From an optimization exercise on the open Yosys and OpenROAD flow, aimed at small area and a short achievable clock period; shortcuts taken in it are not production practice.
Where RTL was checked, it was by simulation tests only, not by an equivalence proof against the original.
The RTL of runs 1 and 3 to 5 was laid out without a check of its function.
No activity file was given, so power comes from the tool's default toggle rates.

$ cat flow/design.v
package rs_pkg;
    typedef logic [6-1:0] preg_t;
    typedef logic [32-1:0] data_t;
    typedef logic [7-1:0] rob_idx_t;
    typedef logic [4-1:0] alu_op_t;
    typedef logic [$clog2(8)-1:0] rs_idx_t;
    typedef logic [8-1:0]         rs_mask_t;
    typedef logic [$clog2(8+1)-1:0] rs_count_t;
endpackage
`timescale 1ns/1ps
module rs_alloc (
    input  rs_pkg::rs_mask_t free_mask,
    output rs_pkg::rs_mask_t alloc_oh
);
    always_comb begin
        for (int i = 0; i < 8; i++) begin
            alloc_oh[i] = free_mask[i];
            for (int j = 0; j < i; j++) alloc_oh[i] = alloc_oh[i] & ~free_mask[j];
        end
    end
endmodule
`timescale 1ns/1ps
module rs_select (
    input  rs_pkg::rs_mask_t                         ready_mask,
    input  logic [8-1:0][8-1:0]  older,
    output rs_pkg::rs_mask_t                         sel_oh
);
    always_comb begin
        for (int i = 0; i < 8; i++) begin
            sel_oh[i] = ready_mask[i];
            for (int j = 0; j < 8; j++)
                if (j != i) sel_oh[i] = sel_oh[i] & ~(ready_mask[j] & older[j][i]);
        end
    end
endmodule
`timescale 1ns/1ps
module rs_entry_file (
    input  logic               clk,
    input  logic               rst,
    input  logic               flush,
    input  logic               dispatch_valid,
    input  rs_pkg::preg_t      dispatch_prs1,
    input  rs_pkg::preg_t      dispatch_prs2,
    input  rs_pkg::preg_t      dispatch_prd,
    input  rs_pkg::data_t      dispatch_src1_value,
    input  rs_pkg::data_t      dispatch_src2_value,
    input  logic               dispatch_src1_ready,
    input  logic               dispatch_src2_ready,
    input  rs_pkg::alu_op_t    dispatch_op,
    input  rs_pkg::rob_idx_t   dispatch_rob_idx,
    input  logic               cdb_valid,
    input  rs_pkg::preg_t      cdb_tag,
    input  rs_pkg::data_t      cdb_data,
    input  logic               issue_ack,
    output logic               issue_valid,
    output rs_pkg::preg_t      issue_prd,
    output rs_pkg::data_t      issue_src1,
    output rs_pkg::data_t      issue_src2,
    output rs_pkg::alu_op_t    issue_op,
    output rs_pkg::rob_idx_t   issue_rob_idx,
    output rs_pkg::rs_count_t  free_count,
    output logic               full,
    output logic               empty
);
    localparam int N = 8;
    localparam int T = 6;
    rs_pkg::rs_mask_t  valid;
    rs_pkg::rs_mask_t  issued;                  
    rs_pkg::rs_mask_t  sel_a;                   
    rs_pkg::rs_mask_t  sel_b, sel_c, sel_d;     
    logic              sel_any;
    rs_pkg::rs_count_t free_q;
    logic              full_q, empty_q;
    logic [N-1:0][6-1:0] prd;
    logic [N-1:0][32-1:0] src1_val;          
    logic [N-1:0][32-1:0] src2_val;
    rs_pkg::rs_mask_t                src1_rdy;
    rs_pkg::rs_mask_t                src2_rdy;
    logic [N-1:0][4-1:0]   op;
    logic [N-1:0][7-1:0]  rob_idx;
    logic [N-1:0][N-1:0] older;
    rs_pkg::rs_mask_t alloc_oh;                 
    rs_pkg::rs_mask_t we;                       
    rs_pkg::rs_mask_t tag_eq1, tag_eq2;         
    rs_pkg::rs_mask_t wake1, wake2, release_m;
    rs_pkg::rs_mask_t next_rdy1, next_rdy2;     
    rs_pkg::rs_mask_t cdb_wr1, cdb_wr2;         
    rs_pkg::rs_mask_t older_disp;               
    rs_pkg::rs_mask_t next_ready;
    rs_pkg::rs_mask_t next_sel;
    logic [N-1:0][N-1:0] next_older;
    logic             clr, disp_fire, rel_any;
    logic             d_hit1, d_hit2, d_rdy1, d_rdy2;
    rs_pkg::data_t    d_val1, d_val2;
    rs_alloc u_alloc (
        .free_mask (~valid),
        .alloc_oh  (alloc_oh)
    );
    assign clr       = rst | flush;
    assign disp_fire = dispatch_valid & ~full_q;
    assign we        = dispatch_valid ? alloc_oh : '0;
    assign d_hit1 = cdb_valid && dispatch_prs1 == cdb_tag;
    assign d_hit2 = cdb_valid && dispatch_prs2 == cdb_tag;
    assign d_rdy1 = dispatch_src1_ready | d_hit1;
    assign d_rdy2 = dispatch_src2_ready | d_hit2;
    assign d_val1[32-1:T] = dispatch_src1_ready ? dispatch_src1_value[32-1:T] : cdb_data[32-1:T];
    assign d_val2[32-1:T] = dispatch_src2_ready ? dispatch_src2_value[32-1:T] : cdb_data[32-1:T];
    assign d_val1[T-1:0] = dispatch_src1_ready ? dispatch_src1_value[T-1:0] : d_hit1 ? cdb_data[T-1:0] : dispatch_prs1;
    assign d_val2[T-1:0] = dispatch_src2_ready ? dispatch_src2_value[T-1:0] : d_hit2 ? cdb_data[T-1:0] : dispatch_prs2;
    always_comb begin
        for (int i = 0; i < N; i++) begin
            tag_eq1[i]    = src1_val[i][T-1:0] == cdb_tag;
            tag_eq2[i]    = src2_val[i][T-1:0] == cdb_tag;
            wake1[i]      = cdb_valid && !src1_rdy[i] && tag_eq1[i];
            wake2[i]      = cdb_valid && !src2_rdy[i] && tag_eq2[i];
            next_rdy1[i]  = src1_rdy[i] || (cdb_valid && tag_eq1[i]);
            next_rdy2[i]  = src2_rdy[i] || (cdb_valid && tag_eq2[i]);
            cdb_wr1[i]    = wake1[i] && !alloc_oh[i];
            cdb_wr2[i]    = wake2[i] && !alloc_oh[i];
            release_m[i]  = cdb_valid && issued[i] && prd[i] == cdb_tag;
            older_disp[i] = dispatch_rob_idx < rob_idx[i];
            next_ready[i] = (valid[i] && !issued[i] && !(issue_ack && sel_a[i]) && next_rdy1[i] && next_rdy2[i]) ||
                            (we[i] && d_rdy1 && d_rdy2);
        end
        for (int i = 0; i < N; i++) begin
            for (int j = 0; j < N; j++) begin
                if (i < j)      next_older[i][j] = alloc_oh[i] ? older_disp[j] : alloc_oh[j] ? !older_disp[i] : older[i][j];
                else if (i > j) next_older[i][j] = !next_older[j][i];
                else            next_older[i][j] = 1'b0;
            end
        end
    end
    assign rel_any = |release_m;                
    rs_select u_select (
        .ready_mask (next_ready),
        .older      (next_older),
        .sel_oh     (next_sel)
    );
    assign issue_valid = sel_any;
    always_comb begin
        issue_prd     = '0;
        issue_src1    = '0;
        issue_src2    = '0;
        issue_op      = '0;
        issue_rob_idx = '0;
        for (int i = 0; i < N; i++) begin
            issue_src1[15:0]  = issue_src1[15:0]  | (src1_val[i][15:0]  & {16{sel_a[i]}});
            issue_src1[31:16] = issue_src1[31:16] | (src1_val[i][31:16] & {16{sel_b[i]}});
            issue_prd         = issue_prd         | (prd[i]             & {6{sel_b[i]}});
            issue_src2[15:0]  = issue_src2[15:0]  | (src2_val[i][15:0]  & {16{sel_c[i]}});
            issue_op          = issue_op          | (op[i]              & {4{sel_c[i]}});
            issue_src2[31:16] = issue_src2[31:16] | (src2_val[i][31:16] & {16{sel_d[i]}});
            issue_rob_idx     = issue_rob_idx     | (rob_idx[i]         & {7{sel_d[i]}});
        end
    end
    assign free_count = free_q;
    assign full       = full_q;
    assign empty      = empty_q;
    always_ff @(posedge clk) begin
        if (clr) begin
            valid   <= '0;
            issued  <= '0;
            sel_a   <= '0;
            sel_b   <= '0;
            sel_c   <= '0;
            sel_d   <= '0;
            sel_any <= 1'b0;
            free_q  <= rs_pkg::rs_count_t'(N);
            full_q  <= 1'b0;
            empty_q <= 1'b1;
        end else begin
            valid   <= (valid & ~release_m) | we;
            issued  <= (issued & ~release_m) | (issue_ack ? sel_a : '0);
            sel_a   <= next_sel;
            sel_b   <= next_sel & next_ready;
            sel_c   <= next_sel & {N{|next_ready}};
            sel_d   <= next_sel & (next_ready | {N{rst}});
            sel_any <= |next_ready;
            if (rel_any && !disp_fire) begin
                free_q  <= free_q + 1'b1;
                full_q  <= 1'b0;
                empty_q <= free_q == rs_pkg::rs_count_t'(N - 1);
            end else if (disp_fire && !rel_any) begin
                free_q  <= free_q - 1'b1;
                full_q  <= free_q == rs_pkg::rs_count_t'(1);
                empty_q <= 1'b0;
            end
        end
    end
    always_ff @(posedge clk) begin
        for (int i = 0; i < N; i++) begin
            if (alloc_oh[i]) begin
                prd[i]      <= dispatch_prd;
                op[i]       <= dispatch_op;
                rob_idx[i]  <= dispatch_rob_idx;
            end
            if (alloc_oh[i] || cdb_wr1[i]) begin
                src1_val[i] <= ((d_val1 & {32{alloc_oh[i]}}) | (cdb_data & {32{cdb_wr1[i]}}));
                src1_rdy[i] <= (d_rdy1 & alloc_oh[i]) | cdb_wr1[i];
            end
            if (alloc_oh[i] || cdb_wr2[i]) begin
                src2_val[i] <= ((d_val2 & {32{alloc_oh[i]}}) | (cdb_data & {32{cdb_wr2[i]}}));
                src2_rdy[i] <= (d_rdy2 & alloc_oh[i]) | cdb_wr2[i];
            end
            for (int j = i + 1; j < N; j++) older[i][j] <= next_older[i][j];
        end
    end
endmodule
`timescale 1ns/1ps
module rs_top (
    input  logic               clk,
    input  logic               rst,
    input  logic               flush,
    input  logic               dispatch_valid,
    input  rs_pkg::preg_t      dispatch_prs1,
    input  rs_pkg::preg_t      dispatch_prs2,
    input  rs_pkg::preg_t      dispatch_prd,
    input  rs_pkg::data_t      dispatch_src1_value,
    input  rs_pkg::data_t      dispatch_src2_value,
    input  logic               dispatch_src1_ready,
    input  logic               dispatch_src2_ready,
    input  rs_pkg::alu_op_t    dispatch_op,
    input  rs_pkg::rob_idx_t   dispatch_rob_idx,
    input  logic               cdb_valid,
    input  rs_pkg::preg_t      cdb_tag,
    input  rs_pkg::data_t      cdb_data,
    input  logic               issue_ack,
    output logic               issue_valid,
    output rs_pkg::preg_t      issue_prd,
    output rs_pkg::data_t      issue_src1,
    output rs_pkg::data_t      issue_src2,
    output rs_pkg::alu_op_t    issue_op,
    output rs_pkg::rob_idx_t   issue_rob_idx,
    output rs_pkg::rs_count_t  free_count,
    output logic               full,
    output logic               empty
);
    rs_entry_file u_entries (
        .clk                 (clk),
        .rst                 (rst),
        .flush               (flush),
        .dispatch_valid      (dispatch_valid),
        .dispatch_prs1       (dispatch_prs1),
        .dispatch_prs2       (dispatch_prs2),
        .dispatch_prd        (dispatch_prd),
        .dispatch_src1_value (dispatch_src1_value),
        .dispatch_src2_value (dispatch_src2_value),
        .dispatch_src1_ready (dispatch_src1_ready),
        .dispatch_src2_ready (dispatch_src2_ready),
        .dispatch_op         (dispatch_op),
        .dispatch_rob_idx    (dispatch_rob_idx),
        .cdb_valid           (cdb_valid),
        .cdb_tag             (cdb_tag),
        .cdb_data            (cdb_data),
        .issue_ack           (issue_ack),
        .issue_valid         (issue_valid),
        .issue_prd           (issue_prd),
        .issue_src1          (issue_src1),
        .issue_src2          (issue_src2),
        .issue_op            (issue_op),
        .issue_rob_idx       (issue_rob_idx),
        .free_count          (free_count),
        .full                (full),
        .empty               (empty)
    );
endmodule
$ cat flow/flow/run.sh
#!/bin/bash
# Standard ORFS layout, with port buffers as plain buffers and timing repair aimed below the period.
set -euo pipefail
export BUFFER_PORTS_ARGS="-buffer_cell sky130_fd_sc_hd__buf_2"
export SETUP_SLACK_MARGIN=13.3
export CTS_ARGS="-sink_clustering_enable -repair_clock_nets -buf_list sky130_fd_sc_hd__clkbuf_8 -sink_clustering_size 16 -sink_clustering_max_diameter 50 -dont_use_dummy_load"
bash standard.sh > standard_flow.log 2>&1
$ cat flow/standard.sh
#!/bin/bash
# synth_recipe.tcl (not shown) runs the flow's synth.tcl, then flattens the netlist and writes it again
# the make line also repeats each setting of config.mk as NAME=value (left out here)
make -C /OpenROAD-flow-scripts/flow DESIGN_CONFIG=/design/flow/config.mk WORK_HOME=/design/flow/orfs CLKGATE_MAP_FILE= SYNTH_SCRIPT=/design/flow/synth_recipe.tcl "${@:-finish}"
$ cat flow/config.mk
export PLATFORM = sky130hd
export DESIGN_NAME = rs_top
export DESIGN_NICKNAME = rs_top
export VERILOG_FILES = /design/flow/design.v
export SDC_FILE = /design/flow/constraint.sdc
export NUM_CORES = 4
export LEC_CHECK = 0
export CAP_MARGIN = 20
export CORE_MARGIN = 2
export CORE_UTILIZATION = 65
export PLACE_DENSITY = 0.75
export SLEW_MARGIN = 20
$ cat flow/constraint.sdc
create_clock -name core_clock -period 19.0 [get_ports {clk}]
set_input_delay 3.8000 -clock core_clock [delete_from_list [all_inputs] [get_ports {clk}]]
set_output_delay 3.8000 -clock core_clock [all_outputs]
set_load 0.01 [all_outputs]
==> results of run 1 <==
[worst paths after layout]
path         cells after the start                              to  slack (ps)
max                              4                   issue_src1[0]       13070
min                              2  u_entries.empty_q$_SDFFE_PP1P_         480
max reg2reg                     10   u_entries.sel_d[5]$_SDFF_PP0_       14950
min reg2reg                      2  u_entries.empty_q$_SDFFE_PP1P_         480
[cell usage after synthesis, drive strengths merged, types with 5 or more instances]
library cell,count,area (sq um)
a31oi,6,37.54
nor2,49,183.9
dfxtp,83,1662
ha,53,663.1
nand2b,18,112.6
nor4,29,209.0
nand2,278,1044
nand4,115,731.9
o2bb2ai,6,52.55
nor4b,8,70.07
mux2i,67,670.6
nand3,99,495.5
a2bb2oi,6,52.55
o22ai,452,2860
a21o,10,77.58
buf,73,450.4
a21boi,16,120.1
or2,6,37.54
nor2b,10,62.56
edfxtp,664,19940
o21ai,107,539.3
inv,75,281.5
xor2,68,659.4
a22oi,331,2485
and3,9,56.30
clkbuf,226,848.3
nor3,19,121.4
a21oi,45,236.5
o211ai,5,42.54
o221ai,5,50.04
and3b,5,43.79
xnor2,91,819.5
or3,7,48.80
and4,6,52.55
[power by group through the flow]
stage               clock network, mW  registers [mW]  logic (mW)
floorplan                           0            1.85       0.148
global placement                    0            1.86       0.221
detailed placement                  0            1.86       0.228
CTS                             0.866            1.82       0.233
global route                    0.921            1.83       0.262
finish                          0.886            1.83       0.250
[state kept, by name (all words and copies together) (netlist names), 28 cells and up]
| name | cells |
|---|---|
| u_entries.older | 28 |
| u_entries.op | 32 |
| u_entries.prd | 48 |
| u_entries.rob_idx | 56 |
| u_entries.src1_val | 256 |
| u_entries.src2_val | 256 |
[critical path: cells and delay by family (launching register included)]
family	cells	cell delay, ps
AOI/OAI and AO/OA	1	260
and+or+nand+nor	1	430
DFF	1	340
buffers and inverters	2	430
[through the flow]
step / std cells / setup slack, ps
after detailed placement: 3836 / 11550
after floorplan: 3104 / 12970
after global placement: 3834 / 11510
final: 3977 / 13070
after CTS: 3932 / 13180
after global routing: 3974 / 13070
[logic make-up (layout without fill, tap and decap cells)]
group | after synthesis | in the layout | synth area share [%]
xor+xnor | 159 | 159 | 4.066
mux | 69 | 69 | 1.906
simple gates | 675 | 681 | 9.404
fa+ha+maj | 53 | 53 | 1.823
other cells | 0 | 5 | 0
flops | 747 | 747 | 59.38
buf+inv | 375 | 489 | 4.358
compound gates | 1026 | 1026 | 19.06
[area by class of cell]
cell class	count	area [sq um]	share of cell area, %
flip-flops and latches	747	21690	52.93
multi-input cells	1988	14310	34.94
repair buffers	340	2733	6.670
clock buffers	73	1005	2.452
well taps	748	935.9	2.284
inverters	76	286.5	0.6993
diodes	5	12.51	0.03054
[metal layers]
layer	vias up	track usage, %	share of wire [%]
met1	14816	59.26	32
met4	2	29.34	7.6
met5	-	0	0.0091
met2	3293	69.80	43
li1	12467	-	-
met3	746	15.48	17
[timing repair]
item | 4_1_cts | 5_1_grt
setup endpoints to repair | 851 | 233
pin swaps | 21 | 45
buffers inserted | 20 | 26
gates resized for setup | 183 | 144
gates cloned | 3 | 14
==> run_results.csv, run 1 <==
group,metric,value,unit
sta,rsz0062_at_grt,"yes",
floorplanning,start_util,65.90,%
power,p_sw_share,24.95,%
final_layout,mostFrequentLayoutCells,"edfxtp_1, o22ai_1, nand2_1",
sta,final.setup.tns,0,ps
worst_setup_path,worstPathCellList,"buf_12, a22oi_2, nand4_1, buf_2",
sta,maxSlewHeadroom,22.06,%
final_layout,syn2layout_area_growth,12.63,%
final_layout,finalCoreUtilization,74.22,%
global_route,track_usage,46.78,%
cts,cts_tree,"done",
cts,cts.clk_slew.worst_paths,90,ps
drt,first_pass_iters,10,
final_layout,drive_above_1_share,20.50,%
worst_setup_path,critical_path_class,"reg -> out",
drt,ant_nets,0,
cts,cts_max_level,3,
final_layout,layout.nets,3418,
worst_setup_path,critical_path.max_stage_delay,430,ps
floorplanning,die_x,240.6,um
drt,vias,31324,
run,cap_viol_max_count,0,
sta,max_freq,0.1685,GHz
cts,hold_buffers,0,
worst_setup_path,cp-end-kind,"output port",
power,power.density,72.31,nW/um^2
drt,wire_per_inst,35.86,um
sta,min_period,5934,ps
power,power_frac_comb,8.4,%
cts,clock-root-buffer,"clkbuf_8",
global_route,grt_max_degree,97,
worst_setup_path,path_max_fanout,4,
synthesis,synth_warnings,3,
placement,io_buffer_count,226,
power,irDropWorstVdd,0.00007003,V
sta,worst_pin_slew,1137,ps
synthesis,yosysUniqueCellTypes,88,
worst_setup_path,cp-startpoint,"u_entries.sel_a[1]$_SDFF_PP0_",
synthesis,ys_seq_elements,747,
power,power_frac_clock,29.9,%
cts,insertion_delay,730,ps
synthesis,ys_seq_area_share,59.38,%
floorplanning,rows,86,
final_layout,final_common_cell,"edfxtp_1",
synthesis,synth_cells,3104,
sta,finClkSkew,90.32,ps
placement,dpl_cell_area,37770,sq um
sta,report.final.slew_viol_count,0,
cts,cts_buffer_depth,3,
power,seq_power_share,61.6,%
global_route,grt-ovfl-total,0,
placement,place_congestion,0.9840,
hold_path,min-delay-start,"u_entries.empty_q$_SDFFE_PP1P_",
synthesis,netlist_area,36380,sq um
drt,drc,0,
placement,dp_hpwl,83300,um
power,power.switching,0.7393,mW
synthesis,synth_ff_type,"edfxtp_1",
cts,cts.sinks,747,
worst_setup_path,crit_required,15200,ps
floorplanning,die_h,240.6,um
power,power,2.963,mW
global_route,grt_pass1_vias,29647,
hold_path,min_path_type,"reg -> reg",
synthesis,async_reset_ff_share,0,%
floorplanning,io_pins,227,
drt,totalWireLength,142600,um
drt,drtIter0Drc,6388,
synthesis,syn_area_per_cell,11.72,sq um
run_status,status,"timing/DRC/antenna clean",
floorplanning,dieArea,57870,sq um
worst_setup_path,r2r-start,"u_entries.valid[0]$_SDFF_PP0_",
worst_setup_path,crit_arrival,2130,ps
sta,final_hold_viol_count,0,
worst_setup_path,start_kind,"register",
floorplanning,core_area,55200,sq um
global_route,antenna_found_initial,4,
drt,via_per_inst,7.876,
sta,fin_crit_sh,31.23,%
synthesis,synth_nets,3296,
cts,cts_made_buffers,73,
final_layout,num-fill-cells,3774,
global_route,grt_first_pass_wirelength,194300,um
sta,holdWs,483.7,ps
worst_setup_path,cpMaxStageDelayCell,"nand4_1",
power,p_leak,14.26,nW
final_layout,finalInstanceArea,40970,sq um
sta,finalSetupViolations,0,
synthesis,synth_edf_count,664,
power,internal-power,2.223,mW
==> run 2: changes to the inputs <==
--- a/flow/design.v
+++ b/flow/design.v
@@ -120,10 +120,11 @@
             release_m[i]  = cdb_valid && issued[i] && prd[i] == cdb_tag;
             older_disp[i] = dispatch_rob_idx < rob_idx[i];
-            next_ready[i] = (valid[i] && !issued[i] && !(issue_ack && sel_a[i]) && next_rdy1[i] && next_rdy2[i]) ||
-                            (we[i] && d_rdy1 && d_rdy2);
+            next_ready[i] = !clr && ((valid[i] && !issued[i] && !(issue_ack && sel_a[i]) &&
+                                      next_rdy1[i] && next_rdy2[i]) ||
+                                     (we[i] && d_rdy1 && d_rdy2));
         end
         for (int i = 0; i < N; i++) begin
             for (int j = 0; j < N; j++) begin
-                if (i < j)      next_older[i][j] = alloc_oh[i] ? older_disp[j] : alloc_oh[j] ? !older_disp[i] : older[i][j];
+                if (i < j)      next_older[i][j] = we[i] ? older_disp[j] : we[j] ? !older_disp[i] : older[i][j];
                 else if (i > j) next_older[i][j] = !next_older[j][i];
                 else            next_older[i][j] = 1'b0;
==> flow/flow/run.sh (replaced) <==
#!/bin/bash
# Standard ORFS layout, with port buffers as plain buffers and timing repair aimed below the period.
set -euo pipefail
export BUFFER_PORTS_ARGS="-buffer_cell sky130_fd_sc_hd__buf_1"
export SETUP_SLACK_MARGIN=13.3
export CTS_ARGS="-sink_clustering_enable -repair_clock_nets -buf_list sky130_fd_sc_hd__clkbuf_16 -sink_clustering_size 30 -sink_clustering_max_diameter 80 -dont_use_dummy_load"
bash standard.sh > standard_flow.log 2>&1
==> run 2 against run 1 <==
  * Clock power down 3.4%
  * Still clean
  * First-iteration DRC count down 3.9%
  * Clock skew is 29 ps lower
  * Synthesized cell count is 0.64% higher
  * Via count is 0.45% lower
  * Non-clock buffer count is 10 higher
  * Die area down 0.95%
  * Combinational power rose by 6%
  * Register-to-register slack worse by 120 ps
  * Count of clock-buffer cells in the layout is 37 lower
  * Flip-flop and latch count stayed put
==> run_results.csv, run 2 <==
group,metric,value,unit
floorplanning,rows,86,
drt,dr_wl_met2,60420,um
placement,place_congestion,1.000,
hold_path,min_path_type,"reg -> reg",
synthesis,netlist_area,36020,sq um
worst_setup_path,cp-startpoint,"cdb_tag[3]",
synthesis,yosysMostFrequentCell,"edfxtp_1",
sta,fin_crit_sh,30.57,%
floorplanning,start_util,65.52,%
power,irDropWorstVdd,0.00007862,V
cts,insertion_delay,630,ps
drt,wl_met1,45310,um
sta,worst_pin_slew,1020,ps
cts,cts_buffer_depth,3,
drt,drtIter0Drc,6140,
final_layout,num-fill-cells,3801,
synthesis,synth_warnings,3,
global_route,antenna_found_initial,7,
worst_setup_path,critical_path.max_stage_delay,490,ps
synthesis,ys_seq_area_share,59.96,%
final_layout,drive_above_1_share,11.34,%
worst_setup_path,r2r_cells,8,
drt,vias,31184,
sta,final.setup.tns,0,ps
worst_setup_path,r2r_end,"u_entries.sel_b[0]$_SDFF_PP0_",
final_layout,top_regs,"u_entries.src1_val x256, u_entries.src2_val x256, u_entries.rob_idx x56",
worst_setup_path,crit_path_end,"u_entries.sel_b[0]$_SDFF_PP0_",
worst_setup_path,r2r_slack,14830,ps
floorplanning,dieArea,57320,sq um
synthesis,synth_area_leader_cell,"edfxtp_1",
sta,report.final.slew_viol_count,0,
floorplanning,core_area,54990,sq um
worst_setup_path,crit_required,19500,ps
synthesis,synth_cells,3124,
worst_setup_path,path_max_fanout,26,
global_route,track_usage,46.82,%
global_route,grt_first_pass_wirelength,192700,um
drt,drc,0,
sta,maxSlewHeadroom,30.04,%
drt,wl_met3,23790,um
cts,clock-root-buffer,"clkbuf_16",
run,cap_viol_max_count,0,
sta,fin_ws,13190,ps
synthesis,synth_nets,3316,
synthesis,yosysUniqueCellTypes,69,
placement,io_buffer_count,226,
worst_setup_path,crit_arrival,6310,ps
sta,finClkSkew,60.89,ps
cts,cts_max_level,2,
sta,max_freq,0.1722,GHz
drt,totalWireLength,139500,um
worst_setup_path,critical_path_class,"in -> reg",
worst_setup_path,cp-end-kind,"register",
drt,first_pass_iters,7,
run_status,status,"timing/DRC/antenna clean",
worst_setup_path,worstPathCellList,"clkbuf_2, buf_12, xnor2_1, nand4_1, nor4_4, nor2_1, o32ai_4, inv_1, a2111o_1, nor4_1",
drt,via_per_inst,7.853,
sta,rsz0062_at_grt,"yes",
synthesis,synthTopCellsByCount,"edfxtp_1, o22ai_1, a22oi_1",
synthesis,synth_top_area_share,55.35,%
cts,cts_made_buffers,36,
worst_setup_path,cp.depth,10,
cts,cts.sinks,747,
synthesis,syn_area_per_cell,11.53,sq um
worst_setup_path,r2r-start,"u_entries.valid[0]$_SDFF_PP0_",
worst_setup_path,crit_buf_inv,3,
cts,cts_tree,"done",
floorplanning,die_x,239.4,um
placement,dp_hpwl,82040,um
cts,cts.clk_slew.worst_paths,80,ps
synthesis,ys_seq_elements,747,
floorplanning,io_pins,227,
synthesis,synth_ff_type,"edfxtp_1",
worst_setup_path,start_kind,"input pin",
final_layout,final_common_cell,"edfxtp_1",
power,power,2.942,mW
power,p_leak,13.44,nW
final_layout,mostFrequentLayoutCells,"edfxtp_1, o22ai_1, a22oi_1",
drt,wire_per_inst,35.12,um
synthesis,async_reset_ff_share,0,%
worst_setup_path,cpMaxStageDelayCell,"a2111o_1",
floorplanning,die_h,239.4,um
power,power.density,73.02,nW/um^2
drt,ant_nets,0,
synthesis,synth_edf_count,664,
final_layout,syn2layout_area_growth,11.85,%
placement,dp_slack,11670,ps
sta,min_period,5809,ps
global_route,grt_max_degree,73,
synthesis,synth_area_leaders,"edfxtp_1, o22ai_1, a22oi_1",
worst_setup_path,cp_top_family,"simple AND/OR/NAND/NOR gates",
drt,route.top_layer_used,"met4",
final_layout,layout.nets,3413,
global_route,grt_pass1_vias,29226,
sta,finalSetupViolations,0,
global_route,grt-ovfl-total,0,
sta,final_hold_viol_count,0,
-- run 2: cell types whose count changed after synthesis, moves of 10 or more --
cell,before,now
a21oi_1,42,78
nand2_1,278,307
nand3_1,99,80
buf_6,20,4
clkbuf_1,226,242
o21ai_0,94,106
o21ai_1,12,2
o22ai_1,448,458
-- run 2: area by class of cell --
type	instances	area, sq um	share of cell area [%]
Clock buffer	36	900.9	2.236
Multi-Input combinational cell	2010	14220	35.29
Tap cell	748	935.9	2.323
Antenna cell	4	10.01	0.02484
Sequential cell	747	21660	53.75
Timing Repair Buffer	350	2281	5.661
Inverter	76	291.5	0.7235
-- run 2: what timing repair did --
action / 4_1_cts / 5_1_grt
gates cloned: 2 / 10
hold buffers: 0 / 0
resized for setup: 156 / 117
pin swaps: 13 / 24
setup endpoints to repair: 760 / 319
setup buffers: 16 / 24
-- run 2: kinds of logic (layout without fill, tap and decap cells) --
group | after synthesis | after routing | share of synthesized area (%)
AO/OA/AOI/OAI | 1049 | 1049 | 19.30
flip-flops | 747 | 747 | 59.96
AND/OR/NAND/NOR | 680 | 684 | 9.214
buffers and inverters | 371 | 462 | 4.015
XOR/XNOR | 159 | 159 | 3.866
multiplexers | 65 | 65 | 1.806
adder cells (fa/ha/maj) | 53 | 53 | 1.841
other | 0 | 4 | 0
-- run 2: how the worst min path moves through the flow --
stage / slack [ps] / endpoint / depth (start not counted) / start
floorplan: 440 / u_entries.older[46]$_DFF_P_ / 2 / u_entries.older[46]$_DFF_P_
global placement: 460 / u_entries.empty_q$_SDFFE_PP1P_ / 2 / u_entries.empty_q$_SDFFE_PP1P_
detailed placement: 470 / u_entries.issued[3]$_SDFF_PP0_ / 2 / u_entries.issued[3]$_SDFF_PP0_
CTS: 490 / u_entries.issued[3]$_SDFF_PP0_ / 2 / u_entries.issued[3]$_SDFF_PP0_
global route: 510 / u_entries.issued[3]$_SDFF_PP0_ / 2 / u_entries.issued[3]$_SDFF_PP0_
finish: 500 / u_entries.issued[3]$_SDFF_PP0_ / 2 / u_entries.issued[3]$_SDFF_PP0_
-- run 2: stage by stage --
stage,utilization (%),std cells,hold WS [ps],instance area (sq um)
3_5_place_dp,68.24,3879,474.2,37520
4_1_cts,71.46,3933,487.0,39290
2_1_floorplan,-,3124,437.3,36370
3_3_place_gp,68.20,3878,460.8,37500
6_report,73.28,3971,495.8,40290
5_1_grt,73.28,3970,509.0,40290
-- run 2: report_power, final --
group / internal, mW / total (mW) / switching (mW) / leakage [nW]
Clock: 0.342 / 0.856 / 0.514 / 0.444
Sequential: 1.81 / 1.82 / 0.0177 / 6.84
Combinational: 0.0809 / 0.264 / 0.183 / 6.16
-- run 2: worst register-to-register path, cell delays in order, from the launching register on --
cell	delay (ps)
dfxtp_4	560
inv_1	200
buf_4	450
or3_4	590
buf_4	880
o22a_2	480
nor2_4	110
a2111o_1	530
nor4_1	270
-- run 2: routing by layer --
metal | track usage, % | up-vias
li1 | - | 12466
met1 | 60.58 | 14742
met2 | 70.11 | 3294
met3 | 13.92 | 682
met4 | 28.24 | 0
met5 | 0 | -
==> run 3: changes to the inputs <==
--- a/flow/design.v
+++ b/flow/design.v
@@ -163,7 +163,4 @@
             issued  <= '0;
             sel_a   <= '0;
-            sel_b   <= '0;
-            sel_c   <= '0;
-            sel_d   <= '0;
             sel_any <= 1'b0;
             free_q  <= rs_pkg::rs_count_t'(N);
@@ -174,7 +171,4 @@
             issued  <= (issued & ~release_m) | (issue_ack ? sel_a : '0);
             sel_a   <= next_sel;
-            sel_b   <= next_sel & next_ready;
-            sel_c   <= next_sel & {N{|next_ready}};
-            sel_d   <= next_sel & (next_ready | {N{rst}});
             sel_any <= |next_ready;
             if (rel_any && !disp_fire) begin
@@ -188,4 +182,9 @@
             end
         end
+    end
+    always_ff @(posedge clk) begin
+        sel_b <= next_sel;
+        sel_c <= rst ? '0 : next_sel;
+        sel_d <= flush ? '0 : next_sel;
     end
     always_ff @(posedge clk) begin
==> run 3 against run 2 <==
  * Still clean
  * Setup slack gained 8.0 ps
  * Clock power grew 0.8%
  * Critical path depth shrank 6
  * Sequential power about the same
  * Combinational power rose by 8.3%
  * Flip-flop and latch count is the same
  * Die area about the same
  * Sequential share of layout area down 0.79 points
  * Clock skew decreased by 12 ps
  * Design area up 1.5%
  * Highest routed layer is now met5
==> run_results.csv, run 3 <==
group,metric,value,unit
global_route,grt-ovfl-total,0,
power,irDropWorstVdd,0.00008293,V
global_route,antenna_found_initial,4,
synthesis,synthTopCellsByCount,"edfxtp_1, o22ai_1, a22oi_1",
final_layout,drive_above_1_share,12.73,%
placement,place_congestion,0.9933,
sta,finClkSkew,49.19,ps
sta,worst_pin_slew,1067,ps
floorplanning,start_util,65.58,%
synthesis,async_reset_ff_share,0,%
worst_setup_path,critical_path_class,"reg -> out",
cts,cts.sinks,747,
sta,max_freq,0.1724,GHz
sta,rsz0062_at_grt,"yes",
drt,via_per_inst,7.974,
final_layout,mostFrequentLayoutCells,"edfxtp_1, o22ai_1, a22oi_1",
sta,final_hold_viol_count,0,
cts,clock-root-buffer,"clkbuf_16",
synthesis,synth_compound_area_share,19.38,%
worst_setup_path,path_max_fanout,6,
synthesis,synth_warnings,3,
synthesis,ys_seq_elements,747,
final_layout,regArea,21650,sq um
floorplanning,rows,86,
final_layout,multi_input_area,14240,sq um
final_layout,syn2layout_area_growth,13.62,%
drt,wire_per_inst,35.94,um
final_layout,final_common_cell,"edfxtp_1",
synthesis,netlist_area,35990,sq um
worst_setup_path,crit_arrival,2000,ps
drt,first_pass_iters,9,
synthesis,synth_area_leader_cell,"edfxtp_1",
sta,min_period,5801,ps
sta,report.final.slew_viol_count,0,
cts,cts_tree,"done",
cts,cts_max_level,2,
drt,ant_nets,0,
synthesis,yosys.area_share.simple,9.039,%
final_layout,finalCoreUtilization,74.51,%
synthesis,yosysUniqueCellTypes,62,
cts,cts.clk_slew.worst_paths,90,ps
floorplanning,core_area,54880,sq um
power,p_leak,13.70,nW
drt,drc,0,
synthesis,ys_seq_area_share,60.02,%
cts,insertion_delay,610,ps
final_layout,finalInstanceArea,40890,sq um
placement,dp_hpwl,82020,um
worst_setup_path,crit_required,15200,ps
sta,finalSetupViolations,0,
floorplanning,dieArea,57270,sq um
synthesis,syn_area_per_cell,11.50,sq um
worst_setup_path,start_kind,"register",
power,power.density,72.73,nW/um^2
synthesis,synth_nets,3321,
placement,dpl_cell_area,37470,sq um
drt,vias,31776,
synthesis,synthMuxAreaShare,1.808,%
placement,placed_cells,3841,
floorplanning,io_pins,227,
floorplanning,die_h,239.3,um
final_layout,fin_cells,3985,
cts,cts_buffer_depth,3,
synthesis,synth_xor_area_share,3.869,%
global_route,grt_first_pass_wirelength,198000,um
global_route,track_usage,48.17,%
cts,hold_buffers,0,
final_layout,top_regs,"u_entries.src1_val x256, u_entries.src2_val x256, u_entries.rob_idx x56",
global_route,grt_pass1_vias,29850,
synthesis,synth_cells,3129,
global_route,grt_max_degree,95,
sta,maxSlewHeadroom,26.85,%
synthesis,synth_ff_type,"edfxtp_1",
synthesis,synth_edf_count,664,
cts,cts_made_buffers,37,
synthesis,synth_area_leaders,"edfxtp_1, o22ai_1, a22oi_1",
sta,fin_crit_sh,30.53,%
drt,drtIter0Drc,6453,
synthesis,synth_top_area_share,55.40,%
final_layout,layout.nets,3471,
synthesis,synth_top_family_by_area,"compound AO/OA/AOI/OAI gates",
run,cap_viol_max_count,0,
final_layout,num-fill-cells,3656,
hold_path,min_path_type,"reg -> reg",
placement,io_buffer_count,226,
drt,totalWireLength,143200,um
floorplanning,die_x,239.3,um
synthesis,synthAdderAreaFrac,1.843,%
run_status,status,"timing/DRC/antenna clean",
synthesis,yosysMostFrequentCell,"edfxtp_1",
worst_setup_path,cp-end-kind,"output port",
sta,final.setup.tns,0,ps
run 3: report_power, final:
part           leakage (nW)  switching, mW  internal [mW]
clock                 0.456          0.512          0.351
sequential             6.85         0.0185           1.81
combinational          6.40          0.193         0.0931
run 3: timing repair:
| action | 4_1_cts | 5_1_grt |
|---|---|---|
| hold endpoints to repair | 0 | 0 |
| cloned | 10 | 8 |
| resized for setup | 137 | 149 |
| pin swaps | 15 | 41 |
| setup endpoints to repair | 736 | 396 |
| buffers inserted | 27 | 58 |
run 3: routing by layer:
layer,global-route usage [%],vias up,part of all wire [%]
li1,-,12596,-
met1,61.48,15037,32
met2,71.28,3359,43
met3,15.54,780,17
met4,30.85,4,7.6
met5,0,-,0.064
run 3: critical path, cell delays in order (launching register included):
cell and delay, ps:
dfxtp_2 340, buf_12 140, a22oi_2 300, nand4_1 370, buf_2 270
run 3: logic make-up (layout without fill, tap and decap cells):
group                    Yosys count  after routing
AO/OA/AOI/OAI                   1052           1052
XOR/XNOR                         159            159
adder cells (fa/ha/maj)           53             53
buffers and inverters            372            512
flip-flops                       747            747
multiplexers                      65             65
other                              0              4
AND/OR/NAND/NOR                  681            689
run 3: cell type report:
class,count,share of cell area [%]
Sequential cell,747,52.96
Inverter,76,0.7374
Tap cell,704,2.154
Multi-Input combinational cell,2018,34.83
Antenna cell,4,0.02448
Clock buffer,37,2.264
Timing Repair Buffer,398,7.019
Timing Repair inverter,1,0.01224
run 3: metrics by stage:
stage / hold WS (ps) / total power [mW] / setup slack [ps]
floorplan: 444.2 / 2.001 / 12980
global placement: 452.2 / 2.082 / 11740
detailed placement: 472.7 / 2.088 / 11630
CTS: 485.9 / 2.921 / 13250
global route: 508.9 / 3.024 / 13190
finish: 485.7 / 2.974 / 13200
run 3: path summary, 6_finish.rpt:
check                                               startpoint                             end  slack (ps)  depth (start not counted)
worst max-delay path             u_entries.sel_a[1]$_SDFF_PP0_                   issue_src1[0]       13200                          4
worst min-delay path            u_entries.issued[4]$_SDFF_PP0_  u_entries.issued[4]$_SDFF_PP0_         490                          2
worst max register to register   u_entries.valid[1]$_SDFF_PP0_   u_entries.sel_c[6]$_SDFF_PP0_       15200                         10
worst min register to register  u_entries.issued[4]$_SDFF_PP0_  u_entries.issued[4]$_SDFF_PP0_         490                          2
==> run 4: changes to the inputs <==
--- a/flow/design.v
+++ b/flow/design.v
@@ -22,13 +22,20 @@
 `timescale 1ns/1ps
 module rs_select (
-    input  rs_pkg::rs_mask_t                         ready_mask,
-    input  logic [8-1:0][8-1:0]  older,
+    input  rs_pkg::rs_mask_t                         held_ready,    
+    input  logic [8-1:0][8-1:0]  older,         
+    input  rs_pkg::rs_mask_t                         disp_slot,     
+    input  logic                                     disp_ready,    
+    input  rs_pkg::rs_mask_t                         disp_older,    
     output rs_pkg::rs_mask_t                         sel_oh
 );
-    always_comb begin
+    logic disp_blocked;
+    always_comb begin
+        disp_blocked = 1'b0;
+        for (int j = 0; j < 8; j++) disp_blocked = disp_blocked | (held_ready[j] & ~disp_older[j]);
         for (int i = 0; i < 8; i++) begin
-            sel_oh[i] = ready_mask[i];
+            sel_oh[i] = held_ready[i] & ~(disp_ready & disp_older[i]);
             for (int j = 0; j < 8; j++)
-                if (j != i) sel_oh[i] = sel_oh[i] & ~(ready_mask[j] & older[j][i]);
+                if (j != i) sel_oh[i] = sel_oh[i] & ~(held_ready[j] & older[j][i]);
+            sel_oh[i] = sel_oh[i] | (disp_slot[i] & disp_ready & ~disp_blocked);
         end
     end
@@ -88,4 +95,7 @@
     rs_pkg::rs_mask_t older_disp;               
     rs_pkg::rs_mask_t next_ready;
+    rs_pkg::rs_mask_t held_ready;               
+    logic [N-1:0][N-1:0] older_now;             
+    logic             disp_ready;
     rs_pkg::rs_mask_t next_sel;
     logic [N-1:0][N-1:0] next_older;
@@ -120,11 +130,10 @@
             release_m[i]  = cdb_valid && issued[i] && prd[i] == cdb_tag;
             older_disp[i] = dispatch_rob_idx < rob_idx[i];
-            next_ready[i] = !clr && ((valid[i] && !issued[i] && !(issue_ack && sel_a[i]) &&
-                                      next_rdy1[i] && next_rdy2[i]) ||
-                                     (we[i] && d_rdy1 && d_rdy2));
+            held_ready[i] = valid[i] && !issued[i] && !(issue_ack && sel_a[i]) && next_rdy1[i] && next_rdy2[i];
+            next_ready[i] = held_ready[i] || (we[i] && d_rdy1 && d_rdy2);
         end
         for (int i = 0; i < N; i++) begin
             for (int j = 0; j < N; j++) begin
-                if (i < j)      next_older[i][j] = we[i] ? older_disp[j] : we[j] ? !older_disp[i] : older[i][j];
+                if (i < j)      next_older[i][j] = alloc_oh[i] ? older_disp[j] : alloc_oh[j] ? !older_disp[i] : older[i][j];
                 else if (i > j) next_older[i][j] = !next_older[j][i];
                 else            next_older[i][j] = 1'b0;
@@ -133,7 +142,16 @@
     end
     assign rel_any = |release_m;                
+    always_comb begin
+        for (int i = 0; i < N; i++)
+            for (int j = 0; j < N; j++)
+                older_now[i][j] = (i < j) ? older[i][j] : (i > j) ? !older[j][i] : 1'b0;
+    end
+    assign disp_ready = disp_fire && d_rdy1 && d_rdy2;
     rs_select u_select (
-        .ready_mask (next_ready),
-        .older      (next_older),
+        .held_ready (held_ready),
+        .older      (older_now),
+        .disp_slot  (alloc_oh),
+        .disp_ready (disp_ready),
+        .disp_older (older_disp),
         .sel_oh     (next_sel)
     );
@@ -163,4 +181,7 @@
             issued  <= '0;
             sel_a   <= '0;
+            sel_b   <= '0;
+            sel_c   <= '0;
+            sel_d   <= '0;
             sel_any <= 1'b0;
             free_q  <= rs_pkg::rs_count_t'(N);
@@ -171,4 +192,7 @@
             issued  <= (issued & ~release_m) | (issue_ack ? sel_a : '0);
             sel_a   <= next_sel;
+            sel_b   <= next_sel & next_ready;
+            sel_c   <= next_sel & {N{|next_ready}};
+            sel_d   <= next_sel & (next_ready | {N{rst}});
             sel_any <= |next_ready;
             if (rel_any && !disp_fire) begin
@@ -182,9 +206,4 @@
             end
         end
-    end
-    always_ff @(posedge clk) begin
-        sel_b <= next_sel;
-        sel_c <= rst ? '0 : next_sel;
-        sel_d <= flush ? '0 : next_sel;
     end
     always_ff @(posedge clk) begin
==> run 4 against run 3 <==
  * Critical path type is now in -> reg
  * Core utilization is 1.2 points lower
  * Still clean
  * Die area is 1.4% higher
  * Count of clock-buffer cells in the layout stayed put
  * Clock power is 0.5% higher
  * Sequential power hardly changed
  * Non-clock buffer count is 37 lower
  * Synthesized area is 1.4% higher
  * Synthesized cell count is 0.48% higher
  * Setup slack better by 15 ps
  * Hold slack better by 5.9 ps
==> run_results.csv, run 4 <==
group,metric,value,unit
sta,finClkSkew,86.42,ps
drt,drtIter0Drc,6467,
synthesis,synth_compound_area_share,18.95,%
global_route,grt-ovfl-total,0,
synthesis,synthAdderAreaFrac,1.817,%
floorplanning,start_util,65.98,%
synthesis,synth_nets,3336,
worst_setup_path,critical_path.max_stage_delay,480,ps
drt,totalWireLength,144000,um
final_layout,antennaDiodeCount,0,
sta,worst_pin_slew,1151,ps
global_route,grt_max_degree,78,
synthesis,synthTopCellsByCount,"edfxtp_1, o22ai_1, a22oi_1",
worst_setup_path,cp_common_cell,"nand3_1",
placement,dp_hpwl,82650,um
synthesis,synth_xor_area_share,3.878,%
floorplanning,die_x,240.9,um
run,cap_viol_max_count,0,
sta,max_freq,0.1728,GHz
synthesis,synth_warnings,3,
final_layout,final_common_cell,"edfxtp_1",
power,irDropWorstVdd,0.0001020,V
final_layout,finalCoreUtilization,73.36,%
drt,ant_nets,0,
synthesis,synth_area_leaders,"edfxtp_1, a22oi_1, o22ai_1",
drt,wire_per_inst,36.03,um
sta,finalSetupViolations,0,
sta,fin_crit_sh,30.45,%
synthesis,async_reset_ff_share,0,%
cts,cts_buffer_depth,3,
sta,maxSlewHeadroom,22.82,%
drt,vias,31565,
worst_setup_path,start_kind,"input pin",
cts,clock-root-buffer,"clkbuf_16",
worst_setup_path,crit_buf_inv,2,
floorplanning,die_h,240.9,um
global_route,track_usage,48.16,%
global_route,grt_first_pass_wirelength,199100,um
worst_setup_path,path_max_fanout,13,
synthesis,yosys.area_share.simple,9.248,%
power,p_leak,13.53,nW
power,power,2.938,mW
synthesis,yosysUniqueCellTypes,78,
synthesis,netlist_area,36490,sq um
synthesis,yosysMostFrequentCell,"edfxtp_1",
worst_setup_path,cp_top_family,"compound AO/OA/AOI/OAI gates",
cts,hold_buffers,0,
final_layout,num-fill-cells,3822,
final_layout,regArea,21960,sq um
synthesis,synth_ff_type,"edfxtp_1",
drt,first_pass_iters,7,
synthesis,ys_seq_elements,747,
floorplanning,io_pins,227,
synthesis,synth_cells,3144,
sta,rsz0062_at_grt,"yes",
sta,final_hold_viol_count,0,
floorplanning,dieArea,58050,sq um
worst_setup_path,crit_required,19550,ps
sta,report.final.slew_viol_count,0,
cts,cts_made_buffers,37,
synthesis,synth_edf_count,692,
run_status,status,"timing/DRC/antenna clean",
worst_setup_path,crit_arrival,6330,ps
placement,place_congestion,0.9524,
final_layout,mostFrequentLayoutCells,"edfxtp_1, o22ai_1, a22oi_1",
cts,insertion_delay,650,ps
synthesis,ys_seq_area_share,59.96,%
final_layout,drive_above_1_share,10.75,%
sta,min_period,5786,ps
drt,drc,0,
cts,cts.sinks,747,
cts,cts_max_level,2,
worst_setup_path,cpMaxStageDelayCell,"o41ai_4",
final_layout,syn2layout_area_growth,11.19,%
sta,final.setup.tns,0,ps
synthesis,synthMuxAreaShare,1.783,%
worst_setup_path,critical_path_class,"in -> reg",
global_route,antenna_found_initial,5,
power,power.density,72.41,nW/um^2
hold_path,min_path_type,"reg -> reg",
synthesis,synth_top_area_share,56.95,%
final_layout,multi_input_area,13850,sq um
synthesis,synth_top_family_by_area,"compound AO/OA/AOI/OAI gates",
worst_setup_path,worstPathCellList,"buf_6, bufbuf_16, xnor2_1, nand3_1, o41ai_4, nand3_1, a221o_1, or3_1, o21ai_0",
placement,io_buffer_count,226,
synthesis,synth_area_leader_cell,"edfxtp_1",
cts,cts_tree,"done",
cts,cts.clk_slew.worst_paths,100,ps
floorplanning,rows,86,
floorplanning,core_area,55310,sq um
global_route,grt_pass1_vias,29715,
worst_setup_path,cp-end-kind,"register",
synthesis,syn_area_per_cell,11.61,sq um
final_layout,top_regs,"u_entries.src1_val x256, u_entries.src2_val x256, u_entries.rob_idx x56",
drt,via_per_inst,7.899,
final_layout,layout.nets,3442,
## run 4: repair_timing
action / CTS / global route
pin swaps: 15 / 21
gates cloned: 9 / 3
setup buffers: 21 / 46
setup endpoints to repair: 913 / 278
gates resized for setup: 125 / 86
## run 4: path summary, 6_finish.rpt
path                                                      from                         endpoint  slack (ps)  cells past startpoint
worst min-delay path            u_entries.empty_q$_SDFFE_PP1P_   u_entries.empty_q$_SDFFE_PP1P_         490                      2
worst max-delay path                                cdb_tag[3]    u_entries.sel_b[7]$_SDFF_PP0_       13210                      9
worst max register to register   u_entries.valid[0]$_SDFF_PP0_  u_entries.src1_rdy[7]$_DFFE_PP_       14440                      9
worst min register to register  u_entries.empty_q$_SDFFE_PP1P_   u_entries.empty_q$_SDFFE_PP1P_         490                      2
## run 4: cell type report
cell class,count,share of cell area (%)
well taps,748,2.307
repair buffers,361,6.460
inverters,73,0.6753
flip-flops and latches,747,54.14
clock buffers,37,2.282
multi-input cells,2030,34.14
## run 4: metal layers
layer / vias up / wire length, um / GRT usage (%)
met1: 14937 / 46460 / 61.74
met5: - / 44 / 0
met4: 6 / 10200 / 29.61
met2: 3375 / 62250 / 71.66
met3: 726 / 25010 / 15.44
li1: 12521 / - / -
## run 4: cells by family after synthesis
group / count (synthesis)
AOI/OAI and AO/OA: 1050
xor gates and xnor gates: 159
adders and majority gates: 53
buffers and inverters: 375
DFF: 747
muxes: 65
and+or+nand+nor: 695
## run 4: power by group
part / leakage, nW / switching (mW) / internal, mW
logic: 6.19 / 0.167 / 0.0741
clock network: 0.456 / 0.516 / 0.351
registers: 6.89 / 0.0194 / 1.81
total: 13.5 / 0.703 / 2.24
## run 4: metrics by stage
step,hold slack [ps],cells,area [sq um],setup slack (ps)
5_1_grt,508.1,3996,40570,13280
4_1_cts,489.9,3947,39610,13250
2_1_floorplan,450.0,3144,36700,12990
3_3_place_gp,458.9,3878,37670,11640
3_5_place_dp,474.4,3880,37740,11590
6_report,491.6,3996,40570,13210
## run 4: tightest hold or removal path, stage by stage (launching register included)
cell,delay (ps)
dfxtp_1,330
a21oi_1,60
o21ai_0,60
==> run 5: changes to the inputs <==
==> flow/flow/run.sh (replaced) <==
#!/bin/bash
# Standard ORFS layout, with port buffers as plain buffers and timing repair aimed below the period.
set -euo pipefail
export BUFFER_PORTS_ARGS="-buffer_cell sky130_fd_sc_hd__buf_2"
export SETUP_SLACK_MARGIN=13.3
export CTS_ARGS="-sink_clustering_enable -repair_clock_nets -buf_list sky130_fd_sc_hd__clkbuf_8 -sink_clustering_size 16 -sink_clustering_max_diameter 50 -dont_use_dummy_load"
bash standard.sh > standard_flow.log 2>&1
==> run 5 against run 4 <==
  * Critical path depth shrank 5
  * Highest routed layer unchanged
  * Still clean
  * Sequential share of layout area shrank 1.1 points
  * Critical endpoint is now issue_src2[0]
  * Sequential power is essentially flat
==> run_results.csv, run 5 <==
group,metric,value,unit
synthesis,synth_top_area_share,56.95,%
synthesis,synth_area_leader_cell,"edfxtp_1",
drt,totalWireLength,142600,um
drt,first_pass_iters,8,
synthesis,netlist_area,36490,sq um
final_layout,layout.nets,3501,
drt,vias,31585,
final_layout,drive_above_1_share,20.02,%
synthesis,async_reset_ff_share,0,%
synthesis,syn_area_per_cell,11.61,sq um
worst_setup_path,crit_required,15200,ps
final_layout,top_regs,"u_entries.src1_val x256, u_entries.src2_val x256, u_entries.rob_idx x56",
power,p_leak,14.47,nW
worst_setup_path,cpMaxStageDelayCell,"dfxtp_4",
sta,finClkSkew,89.79,ps
final_layout,final_common_cell,"edfxtp_1",
worst_setup_path,cp_top_family,"flip-flops",
worst_setup_path,start_kind,"register",
run,cap_viol_max_count,0,
drt,ant_nets,0,
worst_setup_path,worstPathCellList,"buf_12, a22oi_2, nand4_1, buf_2",
synthesis,synth_warnings,3,
power,power.density,71.36,nW/um^2
final_layout,fin_cells,4057,
sta,final.setup.tns,0,ps
global_route,grt_pass1_vias,30043,
synthesis,synth_edf_count,692,
drt,drc,0,
cts,cts_made_buffers,72,
hold_path,min_path_type,"reg -> reg",
sta,holdWs,483.2,ps
worst_setup_path,crit_arrival,1980,ps
sta,worst_pin_slew,1174,ps
floorplanning,io_pins,227,
worst_setup_path,r2r_slack,14440,ps
sta,fin_crit_sh,30.40,%
drt,via_per_inst,7.785,
floorplanning,dieArea,58050,sq um
synthesis,synth_cells,3144,
synthesis,ys_seq_elements,747,
worst_setup_path,r2r-start,"u_entries.valid[0]$_SDFF_PP0_",
cts,cts.clk_slew.worst_paths,100,ps
floorplanning,start_util,65.98,%
synthesis,synth_nets,3336,
floorplanning,rows,86,
power,irDropWorstVdd,0.00006588,V
sta,rsz0062_at_grt,"yes",
sta,max_freq,0.1731,GHz
worst_setup_path,crit_buf_inv,2,
placement,io_buffer_count,226,
worst_setup_path,r2r_end,"u_entries.src1_rdy[7]$_DFFE_PP_",
sta,maxSlewHeadroom,21.62,%
synthesis,ys_seq_area_share,59.96,%
cts,cts.sinks,747,
cts,cts_max_level,3,
cts,clock-root-buffer,"clkbuf_8",
drt,drtIter0Drc,5944,
synthesis,synth_area_leaders,"edfxtp_1, a22oi_1, o22ai_1",
power,power,2.957,mW
drt,wire_per_inst,35.16,um
final_layout,mostFrequentLayoutCells,"edfxtp_1, o22ai_1, nand2_1",
sta,min_period,5775,ps
sta,finalSetupViolations,0,
floorplanning,die_h,240.9,um
sta,final_hold_viol_count,0,
cts,hold_buffers,0,
worst_setup_path,crit_path_end,"issue_src2[0]",
synthesis,synth_ff_type,"edfxtp_1",
final_layout,syn2layout_area_growth,13.57,%
cts,cts_tree,"done",
worst_setup_path,cp.depth,4,
worst_setup_path,critical_path.max_stage_delay,380,ps
placement,dp_hpwl,82220,um
worst_setup_path,r2r_cells,8,
floorplanning,core_area,55310,sq um
global_route,antenna_found_initial,5,
final_layout,finalCoreUtilization,74.93,%
floorplanning,die_x,240.9,um
synthesis,yosysMostFrequentCell,"edfxtp_1",
worst_setup_path,path_max_fanout,8,
global_route,grt_max_degree,75,
cts,insertion_delay,740,ps
global_route,grt-ovfl-total,0,
sta,report.final.slew_viol_count,0,
cts,cts_buffer_depth,3,
worst_setup_path,cp-end-kind,"output port",
placement,placed_cells,3884,
global_route,track_usage,47.20,%
global_route,grt_first_pass_wirelength,195800,um
synthesis,yosysUniqueCellTypes,78,
run_status,status,"timing/DRC/antenna clean",
placement,place_congestion,0.9717,
worst_setup_path,cp-startpoint,"u_entries.sel_c[0]$_SDFF_PP0_",
synthesis,synthTopCellsByCount,"edfxtp_1, o22ai_1, a22oi_1",
worst_setup_path,critical_path_class,"reg -> out",
==> run 5: layer usage <==
layer  track usage (%)  share of wire [%]  routed length, um  up-vias
met4             30.86                7.7              10950        6
met1             60.00                 32              45940    14942
met5                 0              0.025                 36        -
met3             15.15                 17              23930      730
li1                  -                  -                  -    12633
met2             69.97                 43              61770     3274
==> run 5: cells by family after synthesis <==
logic type,after synthesis,share of synthesized area [%]
AOI/OAI and AO/OA,1050,18.95
adders and majority gates,53,1.817
buffers and inverters,375,4.361
muxes,65,1.783
and+or+nand+nor,695,9.248
DFF,747,59.96
xor gates and xnor gates,159,3.878
==> run 5: worst min-delay path by stage <==
stage	startpoint	end	slack, ps	depth (start not counted)
finish	u_entries.empty_q$_SDFFE_PP1P_	u_entries.empty_q$_SDFFE_PP1P_	480	2
global placement	u_entries.empty_q$_SDFFE_PP1P_	u_entries.empty_q$_SDFFE_PP1P_	450	2
floorplan	u_entries.issued[0]$_SDFF_PP0_	u_entries.issued[0]$_SDFF_PP0_	450	2
detailed placement	u_entries.empty_q$_SDFFE_PP1P_	u_entries.empty_q$_SDFFE_PP1P_	460	2
CTS	u_entries.empty_q$_SDFFE_PP1P_	u_entries.empty_q$_SDFFE_PP1P_	490	2
global route	u_entries.empty_q$_SDFFE_PP1P_	u_entries.empty_q$_SDFFE_PP1P_	530	2
==> run 5: layout make-up <==
class / count / area (sq um)
Clock buffer: 72 / 991.0
Timing Repair Buffer: 385 / 3113
Antenna cell: 2 / 5.005
Fill cell: 3739 / 13870
Multi-Input combinational cell: 2030 / 14150
Inverter: 73 / 274.0
Sequential cell: 747 / 21970
Tap cell: 748 / 935.9
==> run 5: timing repair <==
action | 4_1_cts | 5_1_grt
cloned | 5 | 15
setup endpoints to repair | 774 | 291
gates resized for setup | 158 | 112
pin swaps | 20 | 38
buffers inserted | 13 | 65
==> run 5: where the power goes <==
part | total, mW | switching [mW] | internal (mW)
Sequential | 1.83 | 0.0191 | 1.81
Combinational | 0.249 | 0.169 | 0.0795
Clock | 0.879 | 0.540 | 0.339
==> run 5: per-stage QoR <==
stage / worst slack, ps / cell area, sq um
after global placement: 11510 / 37990
after global routing: 13210 / 41440
after floorplan: 12990 / 36700
after CTS: 13240 / 39900
final: 13220 / 41440
after detailed placement: 11460 / 38010
==> run 5: worst register-to-register path, cell delays in order (launching register included) <==
cell      delay, ps
dfxtp_4         870
nand3_1         440
nor3_1          670
nand2_1         140
or2_4           500
inv_1           660
or2_4           430
buf_4           440
a21boi_0        260
==> run 6: changes to the inputs <==
--- a/flow/design.v
+++ b/flow/design.v
@@ -181,7 +181,4 @@
             issued  <= '0;
             sel_a   <= '0;
-            sel_b   <= '0;
-            sel_c   <= '0;
-            sel_d   <= '0;
             sel_any <= 1'b0;
             free_q  <= rs_pkg::rs_count_t'(N);
@@ -192,7 +189,4 @@
             issued  <= (issued & ~release_m) | (issue_ack ? sel_a : '0);
             sel_a   <= next_sel;
-            sel_b   <= next_sel & next_ready;
-            sel_c   <= next_sel & {N{|next_ready}};
-            sel_d   <= next_sel & (next_ready | {N{rst}});
             sel_any <= |next_ready;
             if (rel_any && !disp_fire) begin
@@ -206,4 +200,9 @@
             end
         end
+    end
+    always_ff @(posedge clk) begin
+        sel_b <= next_sel;
+        sel_c <= rst ? '0 : next_sel;
+        sel_d <= flush ? '0 : next_sel;
     end
     always_ff @(posedge clk) begin
==> flow/flow/run.sh (replaced) <==
#!/bin/bash
# Standard ORFS layout, with port buffers as plain buffers and timing repair aimed below the period.
set -euo pipefail
export BUFFER_PORTS_ARGS="-buffer_cell sky130_fd_sc_hd__buf_1"
export SETUP_SLACK_MARGIN=13.5
export CTS_ARGS="-sink_clustering_enable -repair_clock_nets -buf_list sky130_fd_sc_hd__clkbuf_16 -sink_clustering_size 30 -sink_clustering_max_diameter 80 -dont_use_dummy_load"
bash standard.sh > standard_flow.log 2>&1
==> run 6 against run 5 <==
  * Critical endpoint is now issue_src1[5]
  * Hold slack improved by 36 ps
  * Die area decreased by 0.72%
  * Routed wire length increased by 11%
  * Critical path type unchanged
  * Global-route usage increased by 5.4 points
  * Largest power group unchanged
  * Count of clock-buffer cells in the layout decreased by 36
  * Critical path depth unchanged
  * Flip-flop and latch count unchanged
==> run_results.csv, run 6 <==
group,metric,value,unit
run_status,status,"timing/DRC/antenna clean",
power,p_leak,15.42,nW
worst_setup_path,cp-end-kind,"output port",
sta,max_freq,0.1676,GHz
worst_setup_path,r2r_slack,15010,ps
floorplanning,die_h,240.1,um
synthesis,netlist_area,36220,sq um
floorplanning,die_x,240.1,um
floorplanning,start_util,65.75,%
cts,clock-root-buffer,"clkbuf_16",
synthesis,synth_area_leaders,"edfxtp_1, o22ai_1, a22oi_1",
synthesis,synthTopCellsByCount,"edfxtp_1, o22ai_1, a22oi_1",
placement,io_buffer_count,226,
floorplanning,dieArea,57630,sq um
sta,final_hold_viol_count,0,
synthesis,ys_seq_area_share,60.40,%
synthesis,synth_top_area_share,57.36,%
power,power,3.010,mW
placement,dpl_cell_area,37630,sq um
global_route,grt-ovfl-total,0,
final_layout,layout.nets,3543,
drt,drtIter0Drc,7458,
placement,placed_cells,3830,
final_layout,fin_cells,4105,
sta,rsz0062_at_grt,"yes",
worst_setup_path,critical_path_class,"reg -> out",
hold_path,hold_end,"u_entries.empty_q$_SDFFE_PP1P_",
worst_setup_path,worstPathCellList,"buf_12, a22oi_2, nand4_1, buf_2",
global_route,track_usage,52.61,%
placement,dp_hpwl,77720,um
synthesis,yosysUniqueCellTypes,76,
sta,min_period,5968,ps
hold_path,min-delay-start,"u_entries.empty_q$_SDFFE_PP1P_",
sta,fin_crit_sh,31.41,%
worst_setup_path,crit_required,15200,ps
floorplanning,core_area,55090,sq um
synthesis,synth_area_leader_cell,"edfxtp_1",
synthesis,synth_ff_type,"edfxtp_1",
drt,first_pass_iters,11,
synthesis,async_reset_ff_share,0,%
drt,via_per_inst,8.151,
worst_setup_path,r2r_end,"u_entries.valid[5]$_SDFF_PP0_",
synthesis,syn_area_per_cell,11.72,sq um
worst_setup_path,start_kind,"register",
final_layout,num-fill-cells,3112,
synthesis,synth_cells,3091,
cts,cts_max_level,2,
drt,ant_nets,0,
power,irDropWorstVdd,0.00007372,V
drt,wire_per_inst,38.66,um
cts,insertion_delay,640,ps
synthesis,synth_nets,3283,
synthesis,yosysMostFrequentCell,"edfxtp_1",
hold_path,hold_path_depth,2,
final_layout,final_common_cell,"edfxtp_1",
global_route,grt_first_pass_wirelength,212900,um
power,power.density,67.73,nW/um^2
final_layout,mostFrequentLayoutCells,"edfxtp_1, o22ai_1, nand2_1",
placement,place_congestion,1.023,
placement,dp_slack,11930,ps
cts,cts_made_buffers,36,
sta,finClkSkew,66.03,ps
final_layout,drive_above_1_share,24.28,%
worst_setup_path,r2r-start,"u_entries.valid[0]$_SDFF_PP0_",
final_layout,finalCoreUtilization,80.66,%
synthesis,synth_warnings,3,
global_route,grt_pass1_vias,30686,
synthesis,ys_seq_elements,747,
sta,holdWs,519.6,ps
sta,final.setup.tns,0,ps
final_layout,top_regs,"u_entries.src1_val x256, u_entries.src2_val x256, u_entries.rob_idx x56",
cts,cts_buffer_depth,3,
worst_setup_path,cpMaxStageDelayCell,"dfxtp_4",
worst_setup_path,critical_path.max_stage_delay,440,ps
final_layout,finalInstanceArea,44440,sq um
cts,cts_tree,"done",
final_layout,syn2layout_area_growth,22.67,%
worst_setup_path,path_max_fanout,5,
floorplanning,rows,86,
floorplanning,io_pins,227,
cts,cts.clk_slew.worst_paths,120,ps
synthesis,synth_edf_count,692,
hold_path,min_path_type,"reg -> reg",
sta,maxSlewHeadroom,14.30,%
sta,report.final.slew_viol_count,0,
sta,worst_pin_slew,1286,ps
cts,cts.sinks,747,
drt,drc,0,
sta,finalSetupViolations,0,
sta,fin_ws,13030,ps
drt,totalWireLength,158700,um
global_route,antenna_found_initial,9,
run,cap_viol_max_count,0,
worst_setup_path,crit_arrival,2170,ps
global_route,grt_max_degree,90,
worst_setup_path,r2r_cells,7,
drt,vias,33461,
[run 6: changes by cell type after synthesis, moves of 7 or more]
cell / before / now
o21ai_0: 189 / 86
o22ai_1: 371 / 455
nand3_1: 131 / 84
buf_1: 31 / 20
o211ai_1: 9 / 0
a21oi_1: 50 / 61
o21ai_1: 11 / 0
a32oi_1: 0 / 7
clkbuf_1: 245 / 254
nor2_1: 41 / 66
[run 6: metal layers]
metal | GRT usage (%) | share of wire [%] | up-vias | wire (um)
li1 | - | - | 12720 | -
met1 | 64.27 | 30 | 15598 | 47220
met2 | 73.65 | 40 | 3964 | 63680
met3 | 23.57 | 20 | 1169 | 31740
met4 | 38.32 | 10 | 10 | 15830
met5 | 2.251 | 0.13 | - | 208
[run 6: critical path, delay by kind of cell (launching register included)]
| kind | cells | cell delay [ps] |
|---|---|---|
| buf+inv | 2 | 390 |
| compound gates | 1 | 440 |
| flops | 1 | 440 |
| simple gates | 1 | 250 |
[run 6: cells by family after synthesis]
| logic type | Yosys count | share of synthesized area (%) |
|---|---|---|
| multiplexers | 65 | 1.796 |
| adder cells (fa/ha/maj) | 53 | 1.831 |
| flip-flops | 747 | 60.40 |
| buffers and inverters | 379 | 4.362 |
| AO/OA/AOI/OAI | 1024 | 18.91 |
| AND/OR/NAND/NOR | 664 | 8.787 |
| XOR/XNOR | 159 | 3.906 |
[run 6: how the worst max path moves through the flow]
stage | start | endpoint | cells after the start
floorplan | cdb_tag[1] | u_entries.free_q[3]$_SDFFE_PP1P_ | 14
global placement | cdb_tag[0] | u_entries.src1_rdy[1]$_DFFE_PP_ | 8
detailed placement | cdb_tag[0] | u_entries.src1_rdy[1]$_DFFE_PP_ | 8
CTS | u_entries.sel_b[0]$_DFF_P_ | issue_prd[3] | 4
global route | u_entries.sel_a[3]$_SDFF_PP0_ | issue_src1[5] | 4
finish | u_entries.sel_a[3]$_SDFF_PP0_ | issue_src1[5] | 4
[run 6: report_power, final]
group | total [mW] | internal [mW] | switching (mW)
logic | 0.312 | 0.108 | 0.204
clock network | 0.864 | 0.342 | 0.521
registers | 1.83 | 1.81 | 0.0223
[run 6: area by class of cell]
cell class                      instances  area (sq um)  area share (%)
Antenna cell                            8         20.02         0.04505
Tap cell                              748         935.9           2.106
Multi-Input combinational cell       1991         15460           34.79
Timing Repair Buffer                  496          4862           10.94
Clock buffer                           36         900.9           2.027
Inverter                               79         296.5          0.6673
Sequential cell                       747         21960           49.42
[run 6: repair_timing]
| action | in CTS | in global routing |
|---|---|---|
| pin swaps | 123 | 117 |
| gates resized for setup | 497 | 190 |
| hold buffers | 0 | 0 |
| setup buffers | 117 | 60 |
| setup endpoints to repair | 801 | 455 |
| cloned | 46 | 8 |

## separate check: timing with driven ports
How much do the figures lean on ideal ports? The routed layouts below were timed once more, with nothing changed but the port constraints. Step 1: set_driving_cell puts a clkbuf_16 on clk and a buf_2 on each other input, an assumption about the parent block. Step 2 also shifts input and output timing later by t, the mid clock arrival at the registers, as if the neighbouring blocks saw the same clock. Slacks: no drivers / after step 1 / after step 2; pairs: no drivers / after step 1.
run | shift t [ns] | slack for setup (ns) | latest minus earliest clock arrival (ns) | worst register clock-pin slew, ns
run 1 | 0.747 | 13.066 / 13.001 / 12.592 | 0.090 / 0.090 | 0.10 / 0.10
run 2 | 0.661 | 13.191 / 13.147 / 12.573 | 0.062 / 0.062 | 0.12 / 0.12
run 3 | 0.653 | 13.199 / 13.133 / 12.556 | 0.051 / 0.051 | 0.11 / 0.11
run 4 | 0.675 | 13.214 / 13.171 / 12.577 | 0.088 / 0.088 | 0.12 / 0.12
run 5 | 0.754 | 13.224 / 13.157 / 12.476 | 0.099 / 0.099 | 0.10 / 0.10
run 6 | 0.679 | 13.032 / 12.962 / 12.427 | 0.067 / 0.067 | 0.12 / 0.12
After both steps every run listed still meets setup and hold. The setup slack of run 5, which loses most, moves by -0.067 ns with the drivers and by -0.748 ns with both steps.
